Context: an optimization exercise on an open-source flow, tuned for small area, a short achievable clock period and few clock cycles. The choices shown serve that exercise and are no tape-out recipe. RTL that was checked went through simulation tests only; none was proved equivalent to the original. The clock port is modelled as an ideal driver, which makes a skipped or thinned clock tree look cheaper than it is; a real chip needs a root buffer or a tree. Power and IR drop assume default switching activity.

==> flow/design.v (excerpt) <==
module friet_stream_top #(
    parameter int DIN_DOUT_WIDTH = 32
) (
    input  wire                        clk,
    input  wire                        reg_compare_tag_rst,
    input  wire friet_pkg::inst_t      inst,
    input  wire                        inst_valid,
    output logic                       inst_ready,
    input  wire [DIN_DOUT_WIDTH-1:0]   din,
    input  wire                        din_last,
    input  wire                        din_valid,
    output logic                       din_ready,
    output logic [DIN_DOUT_WIDTH-1:0]  dout,
    output logic                       dout_last,
    output logic                       dout_valid,
    input  wire                        dout_ready
);
    localparam int W = DIN_DOUT_WIDTH;
    localparam int LD = 0;
    localparam int EN = 1;
    localparam int DE = 2;
    localparam int TG = 3;
    localparam int VF = 4;
    logic [W-1:0] lane [0:3];
    logic [3:0] p, p_n;          
    logic [3:0] rsel, rsel_n;    
    logic [1:0] wcnt, wcnt_n;
    logic zero, zero_n;          
    logic [4:0] op, op_n;        
    logic [3:0] pend, pend_n;    
    logic [4:0] dec, pdec;
    logic known;
    logic iready, iready_n;
    logic vlast, vlast_n;        
    logic [3:0] diff;            
    logic [W-1:0] o0_d, o1_d;
    logic o0_l, o1_l;
    logic o0_v, o0_v_n;
    logic o1_v, o1_v_n;
    logic drdy, drdy_n;          
    logic qstep, qstep_n;        
    logic fin_q, fin_q_n;        
    logic fin_d, fin_d_n;        
    logic idle, idle_n;          
    logic dmask, dmask_n;        
    logic [3:0] wep, wep_n;      
    logic [W-1:0] rd;
    logic [W-1:0] x;
    logic [W-1:0] res;
    logic res_l;
    logic [W-1:0] wdata;
    logic step;
    logic enq;
    logic deq;
    logic fin;
    logic free;
    logic blk_end;
    logic wr;
    logic inst_hs;
    always_comb begin
        rd = '0;
        for (int i = 0; i < 4; i++) begin
            rd = rd | (lane[i] & {W{rsel[i]}});
        end
    end
    assign x = rd ^ (din & {W{dmask}});
    assign res = x | {{(W-4){1'b0}}, {3{vlast}}, vlast & (|diff)};
    assign res_l = vlast | (op[TG] & (wcnt == 2'd3)) | ((op[EN] | op[DE]) & din_last);
    assign wdata = op[EN] ? x : din;
    assign inst_ready = iready;
    assign din_ready = drdy;
    assign dout = o0_d;
  ...
Size in the first run: about 870 cells after synthesis, roughly 230 flip-flops, ~78 I/O pins, roughly 0.0094 mm² of cells after synthesis.
==> module friet_stream_top, before the edit <==
module friet_stream_top #(
    parameter int DIN_DOUT_WIDTH = 32
) (
    input  wire                        clk,
    input  wire                        reg_compare_tag_rst,
    input  wire friet_pkg::inst_t      inst,
    input  wire                        inst_valid,
    output logic                       inst_ready,
    input  wire [DIN_DOUT_WIDTH-1:0]   din,
    input  wire                        din_last,
    input  wire                        din_valid,
    output logic                       din_ready,
    output logic [DIN_DOUT_WIDTH-1:0]  dout,
    output logic                       dout_last,
    output logic                       dout_valid,
    input  wire                        dout_ready
);
    localparam int W = DIN_DOUT_WIDTH;
    localparam int LD = 0;
    localparam int EN = 1;
    localparam int DE = 2;
    localparam int TG = 3;
    localparam int VF = 4;
    logic [W-1:0] lane [0:3];
    logic [3:0] p, p_n;          
    logic [3:0] rsel, rsel_n;    
    logic [1:0] wcnt, wcnt_n;
    logic zero, zero_n;          
    logic [4:0] op, op_n;        
    logic [3:0] pend, pend_n;    
    logic [4:0] dec, pdec;
    logic known;
    logic iready, iready_n;
    logic vlast, vlast_n;        
    logic [3:0] diff;            
    logic [W-1:0] o0_d, o1_d;
    logic o0_l, o1_l;
    logic o0_v, o0_v_n;
    logic o1_v, o1_v_n;
    logic drdy, drdy_n;          
    logic qstep, qstep_n;        
    logic fin_q, fin_q_n;        
    logic fin_d, fin_d_n;        
    logic idle, idle_n;          
    logic dmask, dmask_n;        
    logic [3:0] wep, wep_n;      
    logic [W-1:0] rd;
    logic [W-1:0] x;
    logic [W-1:0] res;
    logic res_l;
    logic [W-1:0] wdata;
    logic step;
    logic enq;
    logic deq;
    logic fin;
    logic free;
    logic blk_end;
    logic wr;
    logic inst_hs;
    always_comb begin
        rd = '0;
        for (int i = 0; i < 4; i++) begin
            rd = rd | (lane[i] & {W{rsel[i]}});
        end
    end
    assign x = rd ^ (din & {W{dmask}});
    assign res = x | {{(W-4){1'b0}}, {3{vlast}}, vlast & (|diff)};
    assign res_l = vlast | (op[TG] & (wcnt == 2'd3)) | ((op[EN] | op[DE]) & din_last);
    assign wdata = op[EN] ? x : din;
    assign inst_ready = iready;
    assign din_ready = drdy;
    assign dout = o0_d;
    assign dout_last = o0_l;
    assign dout_valid = o0_v;
    assign step = qstep | (din_valid & drdy);
    assign enq = step & (op[EN] | op[DE] | op[TG] | vlast);
    assign deq = o0_v & dout_ready;
    assign blk_end = step & (wcnt == 2'd3);
    assign fin = fin_q | (din_valid & din_last & fin_d);
    assign free = idle | fin;
    assign wr = op[LD] | op[EN] | op[DE];
    assign inst_hs = inst_valid & iready;
    always_comb begin
        dec = '0;
        case (inst)
            friet_pkg::inst_load_key: dec[LD] = 1'b1;
            friet_pkg::inst_encrypt:  dec[EN] = 1'b1;
            friet_pkg::inst_decrypt:  dec[DE] = 1'b1;
            friet_pkg::inst_tag:      dec[TG] = 1'b1;
            friet_pkg::inst_verify:   dec[VF] = 1'b1;
            default:                  dec = '0;
        endcase
    end
    always_comb begin
        pdec = '0;
        case (pend)
            friet_pkg::inst_load_key: pdec[LD] = 1'b1;
            friet_pkg::inst_encrypt:  pdec[EN] = 1'b1;
            friet_pkg::inst_decrypt:  pdec[DE] = 1'b1;
            friet_pkg::inst_tag:      pdec[TG] = 1'b1;
            default:                  pdec[VF] = 1'b1;
        endcase
    end
    assign known = |dec;
    always_comb begin
        op_n = op;
        pend_n = pend;
        iready_n = iready;
        if (free) begin
            iready_n = 1'b1;
            if (!iready) op_n = pdec;
            else if (inst_hs) op_n = dec;
            else op_n = '0;
        end else if (inst_hs) begin
            iready_n = ~known;
        end
        if (iready) pend_n = inst;
        p_n = p;
        wcnt_n = wcnt;
        zero_n = zero;
        vlast_n = vlast;
        if (step && !vlast) begin
            wcnt_n = wcnt + 2'd1;
            if (blk_end && (op[EN] || op[DE])) p_n = {p[1:0], p[3:2]};
            else p_n = {p[2:0], p[3]};
            if (blk_end && wr) zero_n = 1'b0;
            if (blk_end && op[VF]) vlast_n = 1'b1;
        end
        if (step && vlast) vlast_n = 1'b0;
        if (deq) o0_v_n = o1_v | enq;
        else o0_v_n = o0_v | enq;
        o1_v_n = o1_v ? ~deq : (enq & o0_v & ~deq);
        if (reg_compare_tag_rst) begin
            op_n = '0;
            iready_n = 1'b1;
            p_n = 4'b0001;
            wcnt_n = 2'd0;
            zero_n = 1'b1;
            vlast_n = 1'b0;
            o0_v_n = 1'b0;
            o1_v_n = 1'b0;
        end
        rsel_n = p_n & {4{~(zero_n | vlast_n)}};
        dmask_n = (op_n[EN] | op_n[DE] | op_n[VF]) & ~vlast_n;
        drdy_n = op_n[LD] | (op_n[VF] & ~vlast_n) | ((op_n[EN] | op_n[DE]) & ~o1_v_n);
        qstep_n = (op_n[TG] | vlast_n) & ~o1_v_n;
        fin_q_n = qstep_n & (vlast_n | (op_n[TG] & (wcnt_n == 2'd3)));
        fin_d_n = drdy_n & (op_n[LD] | op_n[EN] | op_n[DE]);
        idle_n = ~(|op_n);
        wep_n = p_n & {4{drdy_n & (op_n[LD] | op_n[EN] | op_n[DE])}};
    end
    always_ff @(posedge clk) begin
        op <= op_n;
        pend <= pend_n;
        iready <= iready_n;
        p <= p_n;
        wcnt <= wcnt_n;
        zero <= zero_n;
        vlast <= vlast_n;
        o0_v <= o0_v_n;
        o1_v <= o1_v_n;
        rsel <= rsel_n;
        dmask <= dmask_n;
        drdy <= drdy_n;
        qstep <= qstep_n;
        fin_q <= fin_q_n;
        fin_d <= fin_d_n;
        idle <= idle_n;
        wep <= wep_n;
    end
    always_ff @(posedge clk) begin
        if (step && op[VF] && !vlast) begin
            for (int k = 0; k < 4; k++) begin
                diff[k] <= ((wcnt != 2'd0) & diff[k]) | (|x[8*k +: 8]);
            end
        end
    end
    always_ff @(posedge clk) begin
        for (int i = 0; i < 4; i++) begin
            if (din_valid && wep[i]) lane[i] <= wdata;
        end
    end
    always_ff @(posedge clk) begin
        if (!o0_v || dout_ready) begin
            o0_d <= o1_v ? o1_d : res;
            o0_l <= o1_v ? o1_l : res_l;
        end
        if (!o1_v) begin
            o1_d <= res;
            o1_l <= res_l;
        end
    end
endmodule
export LEC_CHECK = 0
export ABC_AREA = 1
export CAP_MARGIN = 20
export CORE_MARGIN = 2
export CORE_UTILIZATION = 40
export CTS_BUF_LIST = sky130_fd_sc_hd__clkbuf_8 sky130_fd_sc_hd__clkbuf_16
export CTS_CLUSTER_DIAMETER = 100
export CTS_CLUSTER_SIZE = 30
export SETUP_SLACK_MARGIN = 3.8
export SLEW_MARGIN = 20
create_clock -name core_clock -period 6.0 [get_ports {clk}]
standard.sh (not shown) runs the stock make flow with config.mk's settings and CLKGATE_MAP_FILE= SYNTH_SCRIPT=/design/flow/synth_recipe.tcl, a recipe that flattens the netlist after the stock synthesis.
==> flow/flow/run.sh <==
#!/bin/bash
# The standard layout, with plain buffers (not delay cells) on the
# ports, no dummy loads in the clock tree, and a clock tree of two levels:
# after clock tree synthesis the buffers of the H-tree's branch level are
# taken out, so the root buffer drives the leaf buffers directly; every
# register's clock keeps going through the same number of buffers.
set -euo pipefail
PORTS="BUFFER_PORTS_ARGS=-buffer_cell sky130_fd_sc_hd__buf_1"
CTS="CTS_ARGS=-sink_clustering_enable -repair_clock_nets -sink_clustering_size 30 -sink_clustering_max_diameter 100 -buf_list {sky130_fd_sc_hd__clkbuf_8 sky130_fd_sc_hd__clkbuf_16} -dont_use_dummy_load"
bash standard.sh "$PORTS" "$CTS" cts > standard_cts.log 2>&1
openroad -no_init -exit flow/flatten_clock_tree.tcl > flatten_clock_tree.log 2>&1
bash standard.sh "$PORTS" "$CTS" finish > standard_finish.log 2>&1
==> flow/flow/flatten_clock_tree.tcl <==
# Takes the branch-level buffers (clkbuf_1_*, clkbuf_2_*, ...) out of the
# clock tree: each one's loads move to the net that drives it. The root
# buffer (clkbuf_0_*) and the leaf buffers stay.
set odb orfs/results/sky130hd/friet_stream_top/base/4_cts.odb
read_db $odb
set block [ord::get_db_block]
set n 0
foreach inst [$block getInsts] {
  set name [$inst getName]
  if {[regexp {^clkbuf_[1-9][0-9]*_} $name]} {
    set in_it [$inst findITerm A]
    set out_it [$inst findITerm X]
    set in_net [$in_it getNet]
    set out_net [$out_it getNet]
    foreach it [$out_net getITerms] {
      if {[$it getInst] ne $inst} {
        $it disconnect
        $it connect $in_net
      }
    }
    $in_it disconnect
    $out_it disconnect
    odb::dbInst_destroy $inst
    odb::dbNet_destroy $out_net
    incr n
  }
}
puts "removed $n branch-level clock buffers"
write_db $odb
Rerun with:
--- a/flow/design.v
+++ b/flow/design.v
@@ -61,11 +61,8 @@
     logic o0_v, o0_v_n;
     logic o1_v, o1_v_n;
     logic drdy, drdy_n;          
     logic qstep, qstep_n;        
-    logic fin_q, fin_q_n;        
-    logic fin_d, fin_d_n;        
-    logic idle, idle_n;          
     logic dmask, dmask_n;        
     logic [3:0] wep, wep_n;      
     logic [W-1:0] rd;
     logic [W-1:0] x;
@@ -98,10 +95,10 @@
     assign step = qstep | (din_valid & drdy);
     assign enq = step & (op[EN] | op[DE] | op[TG] | vlast);
     assign deq = o0_v & dout_ready;
     assign blk_end = step & (wcnt == 2'd3);
-    assign fin = fin_q | (din_valid & din_last & fin_d);
-    assign free = idle | fin;
+    assign fin = vlast ? step : (op[TG] ? blk_end : (step & ~op[VF] & din_last));
+    assign free = ~(|op) | fin;
     assign wr = op[LD] | op[EN] | op[DE];
     assign inst_hs = inst_valid & iready;
     always_comb begin
         dec = '0;
@@ -166,11 +163,8 @@
         rsel_n = p_n & {4{~(zero_n | vlast_n)}};
         dmask_n = (op_n[EN] | op_n[DE] | op_n[VF]) & ~vlast_n;
         drdy_n = op_n[LD] | (op_n[VF] & ~vlast_n) | ((op_n[EN] | op_n[DE]) & ~o1_v_n);
         qstep_n = (op_n[TG] | vlast_n) & ~o1_v_n;
-        fin_q_n = qstep_n & (vlast_n | (op_n[TG] & (wcnt_n == 2'd3)));
-        fin_d_n = drdy_n & (op_n[LD] | op_n[EN] | op_n[DE]);
-        idle_n = ~(|op_n);
         wep_n = p_n & {4{drdy_n & (op_n[LD] | op_n[EN] | op_n[DE])}};
     end
     always_ff @(posedge clk) begin
         op <= op_n;
@@ -185,11 +179,8 @@
         rsel <= rsel_n;
         dmask <= dmask_n;
         drdy <= drdy_n;
         qstep <= qstep_n;
-        fin_q <= fin_q_n;
-        fin_d <= fin_d_n;
-        idle <= idle_n;
         wep <= wep_n;
     end
     always_ff @(posedge clk) begin
         if (step && op[VF] && !vlast) begin
Effect:
- The changed run completed without violations
- wire length came out higher by 0.83%
- via count went down by about 7%
- first-iteration DRC count goes up by about 21%
- power falls by 1.9%
- clock power shrinks by about 0.7%
- worst setup slack improves by 0.050 ns
- cell area falls by about 3.4%
- worst hold slack gets worse by 0.020 ns
- core utilization is lower by 0.75 points
- sequential power went up by about 2%
- non-clock buffer count falls by 5
- synthesized area went down by about 3%
Testbench counts after the change, summed over its fixed seeds: cycles 15,718.
No functional check of the RTL was part of the first run of this note.


friet_stream_top, a different RTL version from the one above (not shown whole).
Size: roughly 780 cells after synthesis, ~78 I/O pins, ~0.0091 sq mm of cells after synthesis.
==> module friet_stream_top, before the edit <==
module friet_stream_top #(
    parameter int DIN_DOUT_WIDTH = 32
) (
    input  wire                        clk,
    input  wire                        reg_compare_tag_rst,
    input  wire friet_pkg::inst_t      inst,
    input  wire                        inst_valid,
    output logic                       inst_ready,
    input  wire [DIN_DOUT_WIDTH-1:0]   din,
    input  wire                        din_last,
    input  wire                        din_valid,
    output logic                       din_ready,
    output logic [DIN_DOUT_WIDTH-1:0]  dout,
    output logic                       dout_last,
    output logic                       dout_valid,
    input  wire                        dout_ready
);
    localparam int W = DIN_DOUT_WIDTH;
    localparam int LD = 0;
    localparam int EN = 1;
    localparam int DE = 2;
    localparam int TG = 3;
    localparam int VF = 4;
    logic [W-1:0] lane [0:3];
    logic [3:0] p, p_n;          
    logic [3:0] rsel, rsel_n;    
    logic [1:0] wcnt, wcnt_n;
    logic zero, zero_n;          
    logic [4:0] op, op_n;        
    logic [4:0] pend, pend_n;    
    logic [4:0] dec;
    logic iready, iready_n;
    logic vlast, vlast_n;        
    logic [3:0] diff;            
    logic [W-1:0] o0_d, o1_d;
    logic o0_l, o1_l;
    logic o0_v, o0_v_n;
    logic o1_v, o1_v_n;
    logic drdy, drdy_n;          
    logic qstep, qstep_n;        
    logic dmask, dmask_n;        
    logic [3:0] wep, wep_n;      
    logic [W-1:0] rd;
    logic [W-1:0] x;
    logic [W-1:0] res;
    logic res_l;
    logic [W-1:0] wdata;
    logic step;
    logic enq;
    logic deq;
    logic fin;
    logic free;
    logic blk_end;
    logic wr;
    logic inst_hs;
    always_comb begin
        rd = '0;
        for (int i = 0; i < 4; i++) begin
            rd = rd | (lane[i] & {W{rsel[i]}});
        end
    end
    assign x = rd ^ (din & {W{dmask}});
    assign res = x | {{(W-4){1'b0}}, {3{vlast}}, vlast & (|diff)};
    assign res_l = vlast | (op[TG] & (wcnt == 2'd3)) | ((op[EN] | op[DE]) & din_last);
    assign wdata = op[EN] ? x : din;
    assign inst_ready = iready;
    assign din_ready = drdy;
    assign dout = o0_d;
    assign dout_last = o0_l;
    assign dout_valid = o0_v;
    assign step = qstep | (din_valid & drdy);
    assign enq = step & (op[EN] | op[DE] | op[TG] | vlast);
    assign deq = o0_v & dout_ready;
    assign blk_end = step & (wcnt == 2'd3);
    assign fin = vlast ? step : (op[TG] ? blk_end : (step & ~op[VF] & din_last));
    assign free = ~(|op) | fin;
    assign wr = op[LD] | op[EN] | op[DE];
    assign inst_hs = inst_valid & iready;
    always_comb begin
        dec = '0;
        case (inst)
            friet_pkg::inst_load_key: dec[LD] = 1'b1;
            friet_pkg::inst_encrypt:  dec[EN] = 1'b1;
            friet_pkg::inst_decrypt:  dec[DE] = 1'b1;
            friet_pkg::inst_tag:      dec[TG] = 1'b1;
            friet_pkg::inst_verify:   dec[VF] = 1'b1;
            default:                  dec = '0;
        endcase
    end
    always_comb begin
        op_n = op;
        pend_n = pend;
        if (free) begin
            pend_n = '0;
            if (!iready) op_n = pend;
            else if (inst_hs) op_n = dec;
            else op_n = '0;
        end else if (inst_hs) begin
            pend_n = dec;
        end
        p_n = p;
        wcnt_n = wcnt;
        zero_n = zero;
        vlast_n = vlast;
        if (step && !vlast) begin
            wcnt_n = wcnt + 2'd1;
            if (blk_end && (op[EN] || op[DE])) p_n = {p[1:0], p[3:2]};
            else p_n = {p[2:0], p[3]};
            if (blk_end && wr) zero_n = 1'b0;
            if (blk_end && op[VF]) vlast_n = 1'b1;
        end
        if (step && vlast) vlast_n = 1'b0;
        if (deq) o0_v_n = o1_v | enq;
        else o0_v_n = o0_v | enq;
        o1_v_n = o1_v ? ~deq : (enq & o0_v & ~deq);
        if (reg_compare_tag_rst) begin
            op_n = '0;
            pend_n = '0;
            p_n = 4'b0001;
            wcnt_n = 2'd0;
            zero_n = 1'b1;
            vlast_n = 1'b0;
            o0_v_n = 1'b0;
            o1_v_n = 1'b0;
        end
        iready_n = ~(|pend_n);
        rsel_n = p_n & {4{~(zero_n | vlast_n)}};
        dmask_n = (op_n[EN] | op_n[DE] | op_n[VF]) & ~vlast_n;
        drdy_n = op_n[LD] | (op_n[VF] & ~vlast_n) | ((op_n[EN] | op_n[DE]) & ~o1_v_n);
        qstep_n = (op_n[TG] | vlast_n) & ~o1_v_n;
        wep_n = p_n & {4{drdy_n & (op_n[LD] | op_n[EN] | op_n[DE])}};
    end
    always_ff @(posedge clk) begin
        op <= op_n;
        pend <= pend_n;
        iready <= iready_n;
        p <= p_n;
        wcnt <= wcnt_n;
        zero <= zero_n;
        vlast <= vlast_n;
        o0_v <= o0_v_n;
        o1_v <= o1_v_n;
        rsel <= rsel_n;
        dmask <= dmask_n;
        drdy <= drdy_n;
        qstep <= qstep_n;
        wep <= wep_n;
    end
    always_ff @(posedge clk) begin
        if (step && op[VF] && !vlast) begin
            for (int k = 0; k < 4; k++) begin
                diff[k] <= ((wcnt != 2'd0) & diff[k]) | (|x[8*k +: 8]);
            end
        end
    end
    always_ff @(posedge clk) begin
        for (int i = 0; i < 4; i++) begin
            if (din_valid && wep[i]) lane[i] <= wdata;
        end
    end
    always_ff @(posedge clk) begin
        if (!o0_v || dout_ready) begin
            o0_d <= o1_v ? o1_d : res;
            o0_l <= o1_v ? o1_l : res_l;
        end
        if (!o1_v) begin
            o1_d <= res;
            o1_l <= res_l;
        end
    end
endmodule
Settings: LEC_CHECK=0, ABC_AREA=1, CAP_MARGIN=20, CORE_MARGIN=2, CORE_UTILIZATION=40, CTS_BUF_LIST=sky130_fd_sc_hd__clkbuf_8 sky130_fd_sc_hd__clkbuf_16, CTS_CLUSTER_DIAMETER=100, CTS_CLUSTER_SIZE=30, SETUP_SLACK_MARGIN=3.8, SLEW_MARGIN=20; clock period 6.0 ns.
==> flow/flow/run.sh <==
#!/bin/bash
# The standard layout, with plain buffers (not delay cells) on the ports.
set -euo pipefail
bash standard.sh "BUFFER_PORTS_ARGS=-buffer_cell sky130_fd_sc_hd__buf_1" finish > standard.log 2>&1
Then changed:
--- a/flow/design.v
+++ b/flow/design.v
@@ -52,11 +52,11 @@
     logic [4:0] op, op_n;        
     logic [4:0] pend, pend_n;    
     logic [4:0] dec;
     logic iready, iready_n;
     logic vlast, vlast_n;        
-    logic [3:0] diff;            
+    logic diff;                  
     logic [W-1:0] o0_d, o1_d;
     logic o0_l, o1_l;
     logic o0_v, o0_v_n;
     logic o1_v, o1_v_n;
     logic drdy, drdy_n;          
@@ -81,13 +81,13 @@
         for (int i = 0; i < 4; i++) begin
             rd = rd | (lane[i] & {W{rsel[i]}});
         end
     end
     assign x = rd ^ (din & {W{dmask}});
-    assign res = x | {{(W-4){1'b0}}, {3{vlast}}, vlast & (|diff)};
+    assign res = x | {{(W-4){1'b0}}, {3{vlast}}, vlast & diff};
     assign res_l = vlast | (op[TG] & (wcnt == 2'd3)) | ((op[EN] | op[DE]) & din_last);
-    assign wdata = op[EN] ? x : din;
+    assign wdata = din ^ (rd & {W{op[EN]}});
     assign inst_ready = iready;
     assign din_ready = drdy;
     assign dout = o0_d;
     assign dout_last = o0_l;
     assign dout_valid = o0_v;
@@ -169,13 +169,11 @@
         qstep <= qstep_n;
         wep <= wep_n;
     end
     always_ff @(posedge clk) begin
         if (step && op[VF] && !vlast) begin
-            for (int k = 0; k < 4; k++) begin
-                diff[k] <= ((wcnt != 2'd0) & diff[k]) | (|x[8*k +: 8]);
-            end
+            diff <= ((wcnt != 2'd0) & diff) | (|x);
         end
     end
     always_ff @(posedge clk) begin
         for (int i = 0; i < 4; i++) begin
             if (din_valid && wep[i]) lane[i] <= wdata;
Outcome: The new run finished clean. Power falls by 4.4%. Routed wire length rises by 1.3%. Synthesized area rises by 2.1%. Hold slack gains 0.0093 ns. First-iteration DRC count falls by 14%.
Testbench counts after the change, summed over its fixed seeds: cycles 15,718.
Function not checked in the first run of this note: the RTL went through the layout flow alone.

## afterwards: timing with drivers on the ports
The results above use ideal ports. As a check the final layouts listed here were re-extracted and re-timed, cells and wires unchanged. Step 1: set_driving_cell puts a clkbuf_16 on clk and a buf_2 on each other input, an assumption about the parent block. Step 2 times the ports against the registers' clock, not the clock port: input delays grow and output delays shrink by t, the midpoint of the rising clock arrivals with the driver on. Slacks: ideal / step 1 / step 2; pairs: ideal / step 1.
run	shift t [ns]	setup slack, ns	worst hold slack (ns)	worst register clock-pin slew, ns	worst slew at a driven data input, ns
the first run of note 1	0.437	3.817 / 3.771 / 3.510	0.472 / 0.472 / 0.472	0.11 / 0.11	0.04
the second run of note 1	0.427	3.866 / 3.820 / 3.509	0.451 / 0.451 / 0.451	0.11 / 0.11	0.04
the first run of note 2	0.504	3.755 / 3.713 / 3.468	0.456 / 0.456 / 0.456	0.11 / 0.11	0.06
the second run of note 2	0.506	3.811 / 3.766 / 3.463	0.466 / 0.466 / 0.466	0.11 / 0.11	0.06
After both steps setup and hold are still met in every run listed. For the second run of note 1, which loses most, drivers alone change the setup slack by -0.046 ns; drivers and shift together by -0.357 ns.
